Background: an optimization exercise with open tools, aiming at small area and a short achievable clock period. Do not read the settings as production practice.
No functional check of the RTL was part of any run shown here.
Power and IR drop assume default switching activity.

===== design/flow/run.sh =====
#!/bin/bash
# synth_recipe.tcl (not shown) runs the flow's synth.tcl, then flattens the netlist and writes it again
# the make line also repeats each setting of config.mk as NAME=value (left out here)
make -C /OpenROAD-flow-scripts/flow DESIGN_CONFIG=/design/flow/config.mk WORK_HOME=/design/flow/orfs CLKGATE_MAP_FILE= SYNTH_SCRIPT=/design/flow/synth_recipe.tcl finish

===== design/flow/config.mk =====
export PLATFORM = sky130hd
export DESIGN_NAME = branch_unit
export DESIGN_NICKNAME = branch_unit
export VERILOG_FILES = /design/flow/design.v
export SDC_FILE = /design/flow/constraint.sdc
export NUM_CORES = 4
export LEC_CHECK = 0
export CAP_MARGIN = 20
export CORE_MARGIN = 2
export CORE_UTILIZATION = 40
export SETUP_SLACK_MARGIN = 0.5
export SLEW_MARGIN = 20

===== design/flow/constraint.sdc =====
create_clock -name core_clock -period 6.5 [get_ports {clk}]
set_input_delay 1.3000 -clock core_clock [delete_from_list [all_inputs] [get_ports {clk}]]
set_output_delay 1.3000 -clock core_clock [all_outputs]
set_load 0.01 [all_outputs]

===== design/flow/design.v =====
package rv32i_types;
    typedef logic [31:0] rv32i_word;
    typedef enum logic [6:0] {
        op_br  = 7'b1100011,
        op_jal = 7'b1101111
    } rv32i_opcode;
    typedef enum logic [2:0] {
        beq  = 3'b000,
        bne  = 3'b001,
        blt  = 3'b100,
        bge  = 3'b101,
        bltu = 3'b110,
        bgeu = 3'b111
    } branch_funct3_t;
    typedef logic [1:0] counter_t;
    localparam counter_t counter_init = 2'b01;  
    typedef union packed {
        struct packed {
            logic           imm12;
            logic [5:0]     imm10_5;
            logic [4:0]     rs2;
            logic [4:0]     rs1;
            branch_funct3_t funct3;
            logic [3:0]     imm4_1;
            logic           imm11;
            rv32i_opcode    opcode;
        } b_view;
        struct packed {
            logic        imm20;
            logic [9:0]  imm10_1;
            logic        imm11;
            logic [7:0]  imm19_12;
            logic [4:0]  rd;
            rv32i_opcode opcode;
        } j_view;
    } instr_u;
endpackage
module branch_unit (
    input  logic        clk,
    input  logic        rst,
    input  logic        stall_id,
    input  logic        stall_ex,
    input  logic [31:0] fetch_addr,
    input  logic [31:0] pc_id,
    input  logic [31:0] instr_id,
    input  logic [31:0] rs1_val,
    input  logic [31:0] rs2_val,
    output logic        br_take,
    output logic        br_en,
    output logic        mispred,
    output logic        redirect,
    output logic [31:0] target
);
    logic        dec_br;
    logic        dec_jal;
    logic [31:0] imm_b;
    logic [31:0] imm_j;
    logic [31:0] imm_id;
    assign dec_br  = (instr_id[6:0] == 7'b1100011);
    assign dec_jal = (instr_id[6:0] == 7'b1101111);
    assign imm_b   = {{20{instr_id[31]}}, instr_id[7], instr_id[30:25], instr_id[11:8], 1'b0};
    assign imm_j   = {{12{instr_id[31]}}, instr_id[19:12], instr_id[20], instr_id[30:21], 1'b0};
    assign imm_id  = dec_jal ? imm_j : imm_b;
    logic       is_branch;
    logic       is_jal;
    logic [2:0] funct3;
    always_ff @(posedge clk) begin
        if (rst) begin
            is_branch <= 1'b0;
            is_jal    <= 1'b0;
            funct3    <= 3'b000;
            target    <= 32'd0;
        end else if (!stall_ex) begin
            is_branch <= dec_br;
            is_jal    <= dec_jal;
            funct3    <= instr_id[14:12];
            target    <= pc_id + imm_id;
        end
    end
    logic eq, lt, ltu, cond, update;
    assign eq  = (rs1_val == rs2_val);
    assign lt  = ($signed(rs1_val) < $signed(rs2_val));
    assign ltu = (rs1_val < rs2_val);
    always_comb begin
        case (funct3)
            3'b000:  cond = eq;
            3'b001:  cond = !eq;
            3'b100:  cond = lt;
            3'b101:  cond = !lt;
            3'b110:  cond = ltu;
            3'b111:  cond = !ltu;
            default: cond = 1'b0;
        endcase
    end
    assign br_en  = is_jal | (is_branch & cond);
    assign update = is_branch & ~stall_ex;
    logic [3:0] ghr;
    logic [1:0] gpht [16];
    logic [3:0] lht  [32];
    logic [1:0] lpht [16];
    logic [1:0] cht  [32];
    logic [4:0] id_row,  ex_row;
    logic [3:0] id_gidx, ex_gidx;
    logic [1:0] id_gctr, ex_gctr;
    logic [3:0] id_hist, ex_hist;
    logic [1:0] id_lctr, ex_lctr;
    logic [1:0] id_ch,   ex_ch;
    function automatic logic [1:0] sat(input logic [1:0] c, input logic up);
        if (up) sat = (c == 2'b11) ? c : c + 2'b01;
        else    sat = (c == 2'b00) ? c : c - 2'b01;
    endfunction
    logic [1:0] gnxt, lnxt, chnxt;
    logic [3:0] hnxt, ghr_nxt;
    assign gnxt    = sat(ex_gctr, br_en);
    assign lnxt    = sat(ex_lctr, br_en);
    assign hnxt    = {ex_hist[2:0], br_en};
    assign ghr_nxt = {ghr[2:0], br_en};
    assign chnxt   = (ex_lctr[1] ^ ex_gctr[1]) ? sat(ex_ch, ex_lctr[1] ^ br_en) : ex_ch;
    always_ff @(posedge clk) begin
        if (rst) begin
            ghr <= 4'd0;
            for (int i = 0; i < 16; i++) begin
                gpht[i] <= 2'b01;
                lpht[i] <= 2'b01;
            end
            for (int i = 0; i < 32; i++) begin
                lht[i] <= 4'd0;
                cht[i] <= 2'b01;
            end
        end else if (update) begin
            ghr           <= ghr_nxt;
            gpht[ex_gidx] <= gnxt;
            lht[ex_row]   <= hnxt;
            lpht[ex_hist] <= lnxt;
            cht[ex_row]   <= chnxt;
        end
    end
    logic [4:0] row;
    logic       row_hit;
    logic [3:0] gidx_if, hist_if;
    logic [1:0] gctr_if, lctr_if, ch_if;
    assign row     = fetch_addr[6:2];
    assign row_hit = update && (row == ex_row);
    assign gidx_if = (update ? ghr_nxt : ghr) ^ row[3:0];
    assign gctr_if = (update && gidx_if == ex_gidx) ? gnxt : gpht[gidx_if];
    assign hist_if = row_hit ? hnxt : lht[row];
    assign lctr_if = (update && hist_if == ex_hist) ? lnxt : lpht[hist_if];
    assign ch_if   = row_hit ? chnxt : cht[row];
    always_ff @(posedge clk) begin
        if (rst) begin
            id_row <= '0; id_gidx <= '0; id_gctr <= '0; id_hist <= '0; id_lctr <= '0; id_ch <= '0;
            ex_row <= '0; ex_gidx <= '0; ex_gctr <= '0; ex_hist <= '0; ex_lctr <= '0; ex_ch <= '0;
        end else begin
            if (!stall_id) begin
                id_row  <= row;
                id_gidx <= gidx_if;
                id_gctr <= gctr_if;
                id_hist <= hist_if;
                id_lctr <= lctr_if;
                id_ch   <= ch_if;
            end
            if (!stall_ex) begin
                ex_row  <= id_row;
                ex_gidx <= id_gidx;
                ex_gctr <= id_gctr;
                ex_hist <= id_hist;
                ex_lctr <= id_lctr;
                ex_ch   <= id_ch;
            end
        end
    end
    logic       t_none;
    logic [1:0] t_upd;
    logic [3:0] lh_row;
    logic       l_row;
    logic       lh_row_hit;
    assign lh_row     = lht[row];
    assign l_row      = lpht[lh_row][1];
    assign lh_row_hit = (lh_row == ex_hist);
    assign t_none     = cht[row][1] ? gpht[ghr ^ row[3:0]][1] : l_row;
    for (genvar b = 0; b < 2; b++) begin : g_upd
        logic [3:0] gi;
        logic [3:0] hb;
        logic       g_nxt1, l_nxt1, ch_nxt1;
        logic       g_t, l_t, ch_t;
        assign g_nxt1  = b ? (ex_gctr[1] | ex_gctr[0]) : (ex_gctr[1] & ex_gctr[0]);
        assign l_nxt1  = b ? (ex_lctr[1] | ex_lctr[0]) : (ex_lctr[1] & ex_lctr[0]);
        assign ch_nxt1 = (ex_lctr[1] ^ ex_gctr[1])
                       ? (((ex_lctr[1] ^ b[0]) ? (ex_ch[1] | ex_ch[0]) : (ex_ch[1] & ex_ch[0])))
                       : ex_ch[1];
        assign gi      = {ghr[2:0], b[0]} ^ row[3:0];
        assign hb      = {ex_hist[2:0], b[0]};
        assign g_t     = (gi == ex_gidx) ? g_nxt1 : gpht[gi][1];
        assign l_t     = (row == ex_row)
                       ? ((hb == ex_hist) ? l_nxt1 : lpht[hb][1])
                       : (lh_row_hit ? l_nxt1 : l_row);
        assign ch_t    = (row == ex_row) ? ch_nxt1 : cht[row][1];
        assign t_upd[b] = ch_t ? g_t : l_t;
    end
    assign br_take = update ? t_upd[br_en] : t_none;
    logic take_ex;
    assign take_ex  = ex_ch[1] ? ex_gctr[1] : ex_lctr[1];
    assign mispred  = update & (take_ex ^ br_en);
    assign redirect = mispred | is_jal;
endmodule

==> flow_metrics.py, run 1 <==
metrics = {
    "status": {
        "status": "timing/DRC/antenna clean",
    },
    "critical_path": {
        "crit_path_frequent_cell": "mux4_2",
        "cpPeakStageDelay_ns": 0.56,
        "r2r_start": "ex_row[3]",
        "r2r_end": "id_lctr[1]",
        "reg2regPathDepth": 8,
        "crit_path_start_kind": "input port",
        "worstSetupPathType": "input port to output pin",
        "crit_path_top_delay_cell": "mux4_2",
        "cp_max_fo": 10,
        "required_ns": 5.20,
        "cp-end-kind": "output pin",
        "critical_path_arrival_ns": 4.64,
        "crit_path_cell_trace": "buf_6, buf_4, mux4_2, mux4_2, mux2i_2, buf_4, mux4_2, mux4_2, a21oi_1, a211oi_1, buf_2",
        "worst-r2r-setup-slack_ns": 2.60,
    },
    "finish": {
        "fillCellCount": 4302,
        "register_area_um2": 9329,
        "diodes": 0,
        "fin_cells": 2521,
        "mostFrequentLayoutCells": "nor2_1, edfxtp_1, clkdlybuf4s50_1",
        "fin_nets": 2110,
        "multi_input_area_um2": 9358,
        "layout-drive-gt1-share_pct": 15.37,
        "final_common_cell": "nor2_1",
        "fin_area_um2": 23160,
        "fin_util_pct": 48.61,
        "area_growth_pct": 20.13,
    },
    "placed_design": {
        "placedCellCount": 2454,
        "port_buffers": 172,
        "place_area_um2": 21830,
        "place_ws_ns": -0.08528,
        "hpwl_mm": 35.13,
        "gp_congestion": 0.8649,
    },
    "drt": {
        "drtIter0Drc": 981,
        "first_pass_iters": 5,
        "remaining_drc_errors": 0,
        "vias": 14190,
        "routed_wl_mm": 50.37,
        "avgViaCountPerCell": 5.627,
        "antenna_left": 0,
        "avgRoutedWirePerCell_um": 19.98,
    },
    "sta": {
        "fmax_mhz": 168.4,
        "fin_crit_ns": 5.939,
        "report.final.slew_viol_count": 0,
        "skew_ns": 0.01689,
        "worst_pin_slew_ns": 0.9391,
        "timing.hold.ws_ns": 0.4729,
        "relSlewSlack_pct": 37.40,
        "final-hold-violation-count": 0,
        "postLayoutSetupSlackWorst_ns": 0.5612,
        "post-route-period-util_pct": 91.37,
        "grt_setup_unrepaired": "yes",
        "tns_ns": 0,
        "setup_viol_count_final": 0,
    },
    "die": {
        "dieArea_um2": 49970,
        "die_w_um": 223.5,
        "pin_count": 200,
        "core_um2": 47650,
        "rows": 80,
        "die_h_um": 223.5,
        "start_util_pct": 40.46,
    },
    "worst_hold_path": {
        "holdPathEnd": "target[31]",
        "whs_path_depth": 1,
        "worstHoldStart": "target[31]",
        "hold_class": "register to register",
    },
    "logic_synthesis": {
        "avgSynthCellArea_um2": 11.16,
        "syn_nets": 1958,
        "synth_flop_cell": "edfxtp_1",
        "synth_area_leaders": "edfxtp_1, mux4_2, dfxtp_1",
        "ys_types": 82,
        "ys_ff_latch": 338,
        "synth_edf_count": 256,
        "async_flop_share_pct": 0,
        "netlist_area_um2": 19280,
        "synth_warnings": 1,
        "syn_inst": 1727,
        "yosysTopAreaCell": "edfxtp_1",
        "yosysTopAreaCellShare_pct": 39.88,
        "yosysSeqAreaShare_pct": 48.39,
    },
    "grt": {
        "use_met1_pct": 27.52,
        "overflow": 0,
        "grt_start_max_net_pins": 85,
        "grt_antenna_before_repair": 0,
        "met3_usage_pct": 3.345,
        "top_usage_layer": "met2",
        "grt_first_pass_wirelength_mm": 78.96,
        "use_met2_pct": 33.09,
        "grt_pass1_vias": 14020,
        "grtUsageTotal_pct": 20.19,
    },
    "clocking": {
        "numClockSinks": 338,
        "cts_buffer_depth": 3,
        "cts_tree": "done",
        "postCtsSetupBuffers": 0,
        "clkTransAtPathRegs_ns": 0.05,
        "cts_buffers": 38,
        "htreeDepth": 2,
        "cts_root_buffer": "clkbuf_16",
        "clk_latency_ns": 0.57,
    },
    "pwr": {
        "ir_drop_mv": 0.1868,
        "powerDensity_nw_per_um2": 235.4,
        "finalPower_mw": 5.452,
        "p_leak_nw": 8.570,
    },
    "flow_run": {
        "max_cap_viol_count": 0,
    },
}
==> flip-flops by register name, summed over array words and instances (netlist names), 2 cells and up, named ones only <==
signal   count
lht        128
cht         64
gpht        32
lpht        32
target      32
ex_row       5
id_row       5
ex_gidx      4
ex_hist      4
ghr          4
id_gidx      4
id_hist      4
funct3       3
ex_ch        2
ex_gctr      2
ex_lctr      2
id_ch        2
id_gctr      2
id_lctr      2
==> where the power goes <==
| group | internal, mW | total (mW) | switching (mW) |
|---|---|---|---|
| registers | 2.39 | 2.44 | 0.0487 |
| logic | 0.407 | 0.816 | 0.409 |
| clock network | 1.29 | 2.20 | 0.907 |
==> worst max path at each step <==
stage	startpoint	endpoint	slack [ns]	cells after the start
after global routing	fetch_addr[2]	br_take	0.46	16
after floorplan	fetch_addr[2]	br_take	0.74	11
after global placement	rs2_val[30]	br_take	-0.03	14
final	fetch_addr[2]	br_take	0.56	11
after CTS	rs2_val[15]	br_take	0.43	14
after detailed placement	rs2_val[30]	br_take	-0.09	14
==> layer usage <==
metal / wire length, um / vias up
li1: - / 6704
met1: 21770 / 6884
met2: 23820 / 514
met3: 3406 / 83
met4: 1371 / 0
met5: 0 / -
==> worst max-delay path, delay by kind of cell <==
| kind | cells | cell delay, ns |
|---|---|---|
| buffers and inverters | 4 | 0.75 |
| AO/OA/AOI/OAI | 2 | 0.19 |
| multiplexers | 5 | 2.38 |
==> cells by family after synthesis <==
logic type | share of synthesized area, %
and+or+nand+nor | 17.15
AOI/OAI and AO/OA | 8.120
muxes | 14.96
adders and majority gates | 4.595
DFF | 48.39
xor gates and xnor gates | 3.109
buffers and inverters | 3.667
==> synthesized netlist by cell type, types with 34 or more instances <==
cell        n
edfxtp_1  256
mux4_2     89
nor2_1    269
and3_1     71
ha_1       66
mux2i_1    62
a21oi_1    64
nand3_1    44
clkbuf_1   94
nand2_1   115
nand2b_1   52
o21ai_0    34
dfxtp_1    82
inv_1      50
==> final cells by class <==
type                       instances  area share, %
tap                              615          3.323
clock inverter                    21          1.156
timing repair buffer             237          9.768
clock buffer                      46          4.236
inverter                          51         0.8266
multi-input combinational       1213          40.41
sequential                       338          40.28
==> timing repair <==
item / in CTS / in global routing
gates resized for setup: 26 / 10
endpoints found under the setup margin: 4 / 4
pin swaps: 3 / 7
hold buffers: 0 / 0
==> inputs of run 2 (changes only) <==
--- a/design/flow/config.mk
+++ b/design/flow/config.mk
@@ -10,3 +10,3 @@
 export CORE_UTILIZATION = 40
-export SETUP_SLACK_MARGIN = 0.5
+export SETUP_SLACK_MARGIN = 2.0
 export SLEW_MARGIN = 20
==> flow_metrics.py, run 2 <==
metrics = {
    "critical_path": {
        "required_ns": 5.20,
        "cpPeakStageDelay_ns": 0.55,
        "cp-end-kind": "output pin",
        "cp_num_buf_inv": 4,
        "crit_path_start_kind": "input port",
        "crit_path_top_delay_cell": "mux4_2",
        "crit_path_cell_trace": "buf_16, buf_12, mux4_2, mux4_2, mux2i_2, buf_6, mux4_2, mux4_2, a21oi_2, a211oi_2, buf_2",
        "critical-path-top-delay-family": "multiplexers",
        "cp_max_fo": 7,
        "critical_path_arrival_ns": 4.42,
        "crit_path_frequent_cell": "mux4_2",
        "worstSetupPathType": "input port to output pin",
    },
    "placed_design": {
        "gp_congestion": 0.9035,
        "port_buffers": 172,
        "place_area_um2": 21890,
        "hpwl_mm": 35.11,
        "place_ws_ns": 0.01090,
    },
    "sta": {
        "skew_ns": 0.01967,
        "grt_setup_unrepaired": "yes",
        "final-hold-violation-count": 0,
        "setup_viol_count_final": 0,
        "report.final.slew_viol_count": 0,
        "relSlewSlack_pct": 33.30,
        "fin_crit_ns": 5.722,
        "post-route-period-util_pct": 88.03,
        "tns_ns": 0,
        "worst_pin_slew_ns": 1.001,
        "postLayoutSetupSlackWorst_ns": 0.7781,
        "fmax_mhz": 174.8,
    },
    "clocking": {
        "cts_tree": "done",
        "cts_buffer_depth": 3,
        "numClockSinks": 338,
        "cts_buffers": 39,
        "ctsHoldBuffers": 0,
        "htreeDepth": 2,
        "cts_root_buffer": "clkbuf_16",
        "clkTransAtPathRegs_ns": 0.06,
        "clk_latency_ns": 0.58,
    },
    "grt": {
        "grt_pass1_vias": 14540,
        "grt_start_max_net_pins": 88,
        "grtUsageTotal_pct": 21.06,
        "grt_first_pass_wirelength_mm": 82.12,
        "overflow": 0,
        "grt_antenna_before_repair": 0,
    },
    "die": {
        "start_util_pct": 40.46,
        "die_h_um": 223.5,
        "die_w_um": 223.5,
        "pin_count": 200,
        "rows": 80,
        "core_um2": 47650,
        "dieArea_um2": 49970,
    },
    "drt": {
        "first_pass_iters": 5,
        "routed_wl_mm": 53.44,
        "drtIter0Drc": 1024,
        "vias": 14550,
        "antenna_left": 0,
        "avgRoutedWirePerCell_um": 20.83,
        "remaining_drc_errors": 0,
        "avgViaCountPerCell": 5.670,
    },
    "logic_synthesis": {
        "syn_nets": 1958,
        "ys_types": 82,
        "yosysTopAreaCell": "edfxtp_1",
        "avgSynthCellArea_um2": 11.16,
        "synth_warnings": 1,
        "yosysSeqAreaShare_pct": 48.39,
        "yosys-top-cells-count": "nor2_1, edfxtp_1, nand2_1",
        "yosysTopAreaCellShare_pct": 39.88,
        "synth_edf_count": 256,
        "yosysMostFrequentCell": "nor2_1",
        "async_flop_share_pct": 0,
        "netlist_area_um2": 19280,
        "syn_inst": 1727,
        "ys_ff_latch": 338,
        "synth_area_leaders": "edfxtp_1, mux4_2, dfxtp_1",
        "synth_flop_cell": "edfxtp_1",
    },
    "finish": {
        "fin_util_pct": 50.80,
        "mostFrequentLayoutCells": "nor2_1, edfxtp_1, nand2_1",
        "max_flop_register": "lht",
        "largest_reg_flops": 128,
        "reg_top3": "lht (128), cht (64)",
        "diodes": 0,
        "fillCellCount": 4255,
        "final_common_cell": "nor2_1",
        "area_growth_pct": 25.55,
        "fin_nets": 2153,
        "layout-drive-gt1-share_pct": 24.81,
        "fin_area_um2": 24200,
    },
    "pwr": {
        "ir_drop_mv": 0.1762,
        "powerDensity_nw_per_um2": 224.1,
        "p_leak_nw": 8.968,
    },
    "worst_hold_path": {
        "hold_class": "register to register",
    },
    "status": {
        "status": "timing/DRC/antenna clean",
    },
    "flow_run": {
        "max_cap_viol_count": 0,
    },
}
-- run 2: cell counts after synthesis --
Identical to the previous run, type by type.
-- run 2: layout make-up --
type	instances	area, um2	share of cell area, %
multi-input combinational	1213	10040	41.47
sequential	338	9329	38.55
timing repair buffer	279	2676	11.06
clock buffer	53	1059	4.374
tap	615	769.5	3.179
inverter	51	214.0	0.8840
clock inverter	17	118.9	0.4911
-- run 2: path summary, 6_finish.rpt --
path,endpoint,start,depth (start not counted),slack (ns)
worst max-delay path,br_take,fetch_addr[2],11,0.78
worst min-delay path,id_ch[1],id_ch[1],2,0.48
worst max register to register,id_gctr[1],is_branch,11,2.78
worst min register to register,id_ch[1],id_ch[1],2,0.48
-- run 2: timing repair --
item	4_1_cts	5_1_grt
gates cloned	3	3
pin swaps	72	32
setup buffers	36	19
endpoints found under the setup margin	191	119
hold endpoints to repair	0	0
resized for setup	265	76
-- run 2: stage by stage --
stage               cells  power [mW]  hold WS, ns
floorplan            1727       2.998       0.4544
global placement     2435       3.288       0.4626
global route         2566       5.628       0.5010
detailed placement   2435       3.301       0.4696
CTS                  2544       5.431       0.4808
finish               2566       5.423       0.4804
-- run 2: per-layer routing --
layer / GRT usage [%] / vias up / wire, um
li1: - / 6775 / -
met1: 27.72 / 7198 / 22600
met2: 35.82 / 483 / 26110
met3: 3.214 / 92 / 3234
met4: 6.731 / 0 / 1490
met5: 0 / - / 0
-- run 2: worst min-delay path, delay by kind of cell (launching register included) --
family | cells | cell delay, ns
AO/OA/AOI/OAI | 1 | 0.06
AND/OR/NAND/NOR | 1 | 0.06
flip-flops | 1 | 0.31
-- run 2: cells by family after synthesis --
family                     synth area share, %
and+or+nand+nor                          17.15
DFF                                      48.39
AOI/OAI and AO/OA                        8.120
buffers and inverters                    3.667
muxes                                    14.96
adders and majority gates                4.595
xor gates and xnor gates                 3.109
-- run 2: report_power, final --
group	total [mW]	internal (mW)	switching, mW
Clock	2.07	1.15	0.913
Combinational	0.917	0.457	0.459
Sequential	2.44	2.39	0.0460
==> inputs of run 3 (changes only) <==
--- a/design/flow/config.mk
+++ b/design/flow/config.mk
@@ -7,5 +7,6 @@
 export LEC_CHECK = 0
+export ABC_CLOCK_PERIOD_IN_PS = 2000
 export CAP_MARGIN = 20
 export CORE_MARGIN = 2
-export CORE_UTILIZATION = 40
+export CORE_UTILIZATION = 60
 export SETUP_SLACK_MARGIN = 2.0
==> flow_metrics.py, run 3 <==
metrics = {
    "status": {
        "status": "timing/DRC/antenna clean",
    },
    "clocking": {
        "htreeDepth": 2,
        "clkTransAtPathRegs_ns": 0.05,
        "clk_latency_ns": 0.53,
        "cts_root_buffer": "clkbuf_16",
        "cts_buffers": 37,
        "cts_tree": "done",
        "cts_buffer_depth": 3,
        "numClockSinks": 338,
        "ctsHoldBuffers": 0,
    },
    "sta": {
        "timing.hold.ws_ns": 0.4619,
        "postLayoutSetupSlackWorst_ns": 0.7610,
        "post-route-period-util_pct": 88.29,
        "fmax_mhz": 174.2,
        "skew_ns": 0.01486,
        "report.final.slew_viol_count": 0,
        "grt_setup_unrepaired": "yes",
        "final-hold-violation-count": 0,
        "setup_viol_count_final": 0,
        "worst_pin_slew_ns": 0.9336,
        "fin_crit_ns": 5.739,
        "tns_ns": 0,
        "relSlewSlack_pct": 37.76,
    },
    "drt": {
        "drtIter0Drc": 1420,
        "antenna_left": 0,
        "remaining_drc_errors": 0,
        "routed_wl_mm": 55.10,
        "vias": 15130,
        "first_pass_iters": 7,
        "avgRoutedWirePerCell_um": 23.18,
        "avgViaCountPerCell": 6.363,
    },
    "logic_synthesis": {
        "ys_ff_latch": 338,
        "ys_types": 82,
        "syn_nets": 1958,
        "yosys-top-cells-count": "nor2_1, edfxtp_1, nand2_1",
        "synth_flop_cell": "edfxtp_1",
        "yosysSeqAreaShare_pct": 48.39,
        "yosysTopAreaCell": "edfxtp_1",
        "avgSynthCellArea_um2": 11.16,
        "netlist_area_um2": 19280,
        "synth_area_leaders": "edfxtp_1, mux4_2, dfxtp_1",
        "syn_inst": 1727,
        "yosysTopAreaCellShare_pct": 39.88,
        "yosysMostFrequentCell": "nor2_1",
        "synth_warnings": 1,
        "synth_edf_count": 256,
        "async_flop_share_pct": 0,
    },
    "worst_hold_path": {
        "hold_class": "register to register",
    },
    "placed_design": {
        "hpwl_mm": 34.24,
        "gp_congestion": 0.8724,
        "placedCellCount": 2223,
        "place_ws_ns": 0.06841,
        "port_buffers": 172,
    },
    "pwr": {
        "seq_power_share_pct": 44.7,
        "p_switching_mw": 1.390,
        "switching_share_pct": 25.44,
        "power.share.combinational_pct": 17.9,
        "powerDensity_nw_per_um2": 224.1,
        "power_frac_clock_pct": 37.4,
        "p_leak_nw": 9.212,
        "p_int_mw": 4.072,
        "ir_drop_mv": 0.2504,
    },
    "die": {
        "pin_count": 200,
        "die_h_um": 183.2,
        "rows": 65,
        "core_um2": 31640,
        "start_util_pct": 60.93,
        "dieArea_um2": 33580,
        "die_w_um": 183.2,
    },
    "critical_path": {
        "required_ns": 5.20,
        "cpPeakStageDelay_ns": 0.56,
        "crit_path_top_delay_cell": "mux4_2",
        "critical_path_arrival_ns": 4.44,
        "worstSetupPathType": "input port to output pin",
        "crit_path_start_kind": "input port",
        "cp-end-kind": "output pin",
        "crit_path_frequent_cell": "mux4_2",
        "crit_path_cell_trace": "buf_12, buf_12, mux4_2, mux4_2, mux2i_2, buf_6, mux4_2, mux4_2, a21oi_2, a211oi_2, buf_2",
        "cp_max_fo": 6,
    },
    "finish": {
        "fillCellCount": 2029,
        "layout-drive-gt1-share_pct": 25.47,
        "fin_nets": 2180,
        "final_common_cell": "nor2_1",
        "max_flop_register": "lht",
        "mostFrequentLayoutCells": "nor2_1, edfxtp_1, nand2_1",
        "largest_reg_flops": 128,
        "fin_cells": 2377,
        "area_growth_pct": 26.42,
        "reg_top3": "lht (128), cht (64)",
        "diodes": 0,
    },
    "grt": {
        "grt_start_max_net_pins": 83,
        "grt_pass1_vias": 14630,
        "grt_antenna_before_repair": 0,
        "overflow": 0,
        "grtUsageTotal_pct": 31.57,
        "grt_first_pass_wirelength_mm": 81.56,
    },
    "flow_run": {
        "max_cap_viol_count": 0,
    },
}
==> run 3: area by class of cell <==
class	count	area (um2)	share of cell area [%]
clock buffer	50	1026	4.210
timing repair buffer	308	3105	12.74
clock inverter	15	132.6	0.5442
tap	402	503.0	2.064
multi-input combinational	1213	10060	41.27
inverter	51	216.5	0.8882
sequential	338	9329	38.28
==> run 3: through the flow <==
stage	instance area [um2]	util [%]	total power [mW]
4_1_cts	23720	74.98	5.389
2_1_floorplan	19580	-	2.998
3_3_place_gp	21650	68.43	3.289
3_5_place_dp	21650	68.43	3.306
5_1_grt	24370	77.03	5.616
6_report	24370	77.03	5.462
==> run 3: power groups by stage <==
stage,clock network (mW),logic [mW],registers (mW)
after floorplan,0,0.524,2.47
after global placement,0,0.807,2.48
after detailed placement,0,0.820,2.49
after CTS,2.05,0.900,2.44
after global routing,2.12,1.04,2.45
final,2.04,0.976,2.44
==> run 3: kinds of logic (layout without fill, tap and decap cells) <==
group	Yosys count	after routing	share of synthesized area, %
AND/OR/NAND/NOR	683	683	17.15
flip-flops	338	338	48.39
AO/OA/AOI/OAI	232	232	8.120
buffers and inverters	176	424	3.667
multiplexers	168	168	14.96
adder cells (fa/ha/maj)	71	71	4.595
XOR/XNOR	59	59	3.109
==> run 3: what timing repair did <==
action,4_1_cts,5_1_grt
gates cloned,3,6
buffers inserted,49,31
pin swaps,73,40
resized for setup,266,96
endpoints found under the hold margin,0,0
setup endpoints to repair,188,113
==> run 3: routing by layer <==
metal,vias up,global-route usage [%],routed length [um]
li1,6828,-,-
met1,7464,41.72,21070
met2,699,53.91,27380
met3,134,4.468,4770
met4,0,10.85,1881
met5,-,0,0
==> run 3: path summary, 6_finish.rpt <==
path            startpoint  slack (ns)  depth (start not counted)    endpoint
max          fetch_addr[2]        0.76                         11     br_take
min reg2reg     target[12]        0.46                          2  target[12]
max reg2reg      is_branch        2.72                         11  id_gctr[1]
min             target[12]        0.46                          2  target[12]
==> run 3: worst max-delay path, delay by kind of cell <==
kind / cells / cell delay [ns]
muxes: 5 / 2.34
AOI/OAI and AO/OA: 2 / 0.19
buffers and inverters: 4 / 0.58

-- port drivers added, routing unchanged --
How much do the figures lean on ideal ports? The routed layouts below were timed once more, with nothing changed but the port constraints. Step 1 assumes that a clkbuf_16 drives the clock port and a buf_2 every other input. Step 2 moves the port delays by t, midway between the first and last clock arrival at a register: inputs arrive t later, outputs are due t later. That takes back most of the time a late clock gives input paths. Slacks: ideal / step 1 / step 2; pairs: ideal / step 1.
run | shift t [ns] | setup WS [ns] | latest minus earliest clock arrival (ns)
run 1 | 0.613 | 0.561 / 0.522 / 0.458 | 0.023 / 0.023
run 2 | 0.621 | 0.778 / 0.693 / 0.693 | 0.020 / 0.021
run 3 | 0.579 | 0.761 / 0.697 / 0.697 | 0.015 / 0.015
After both steps setup and hold are still met in every run listed. The setup slack of run 1, which loses most, moves by -0.039 ns with the drivers and by -0.103 ns with both steps.
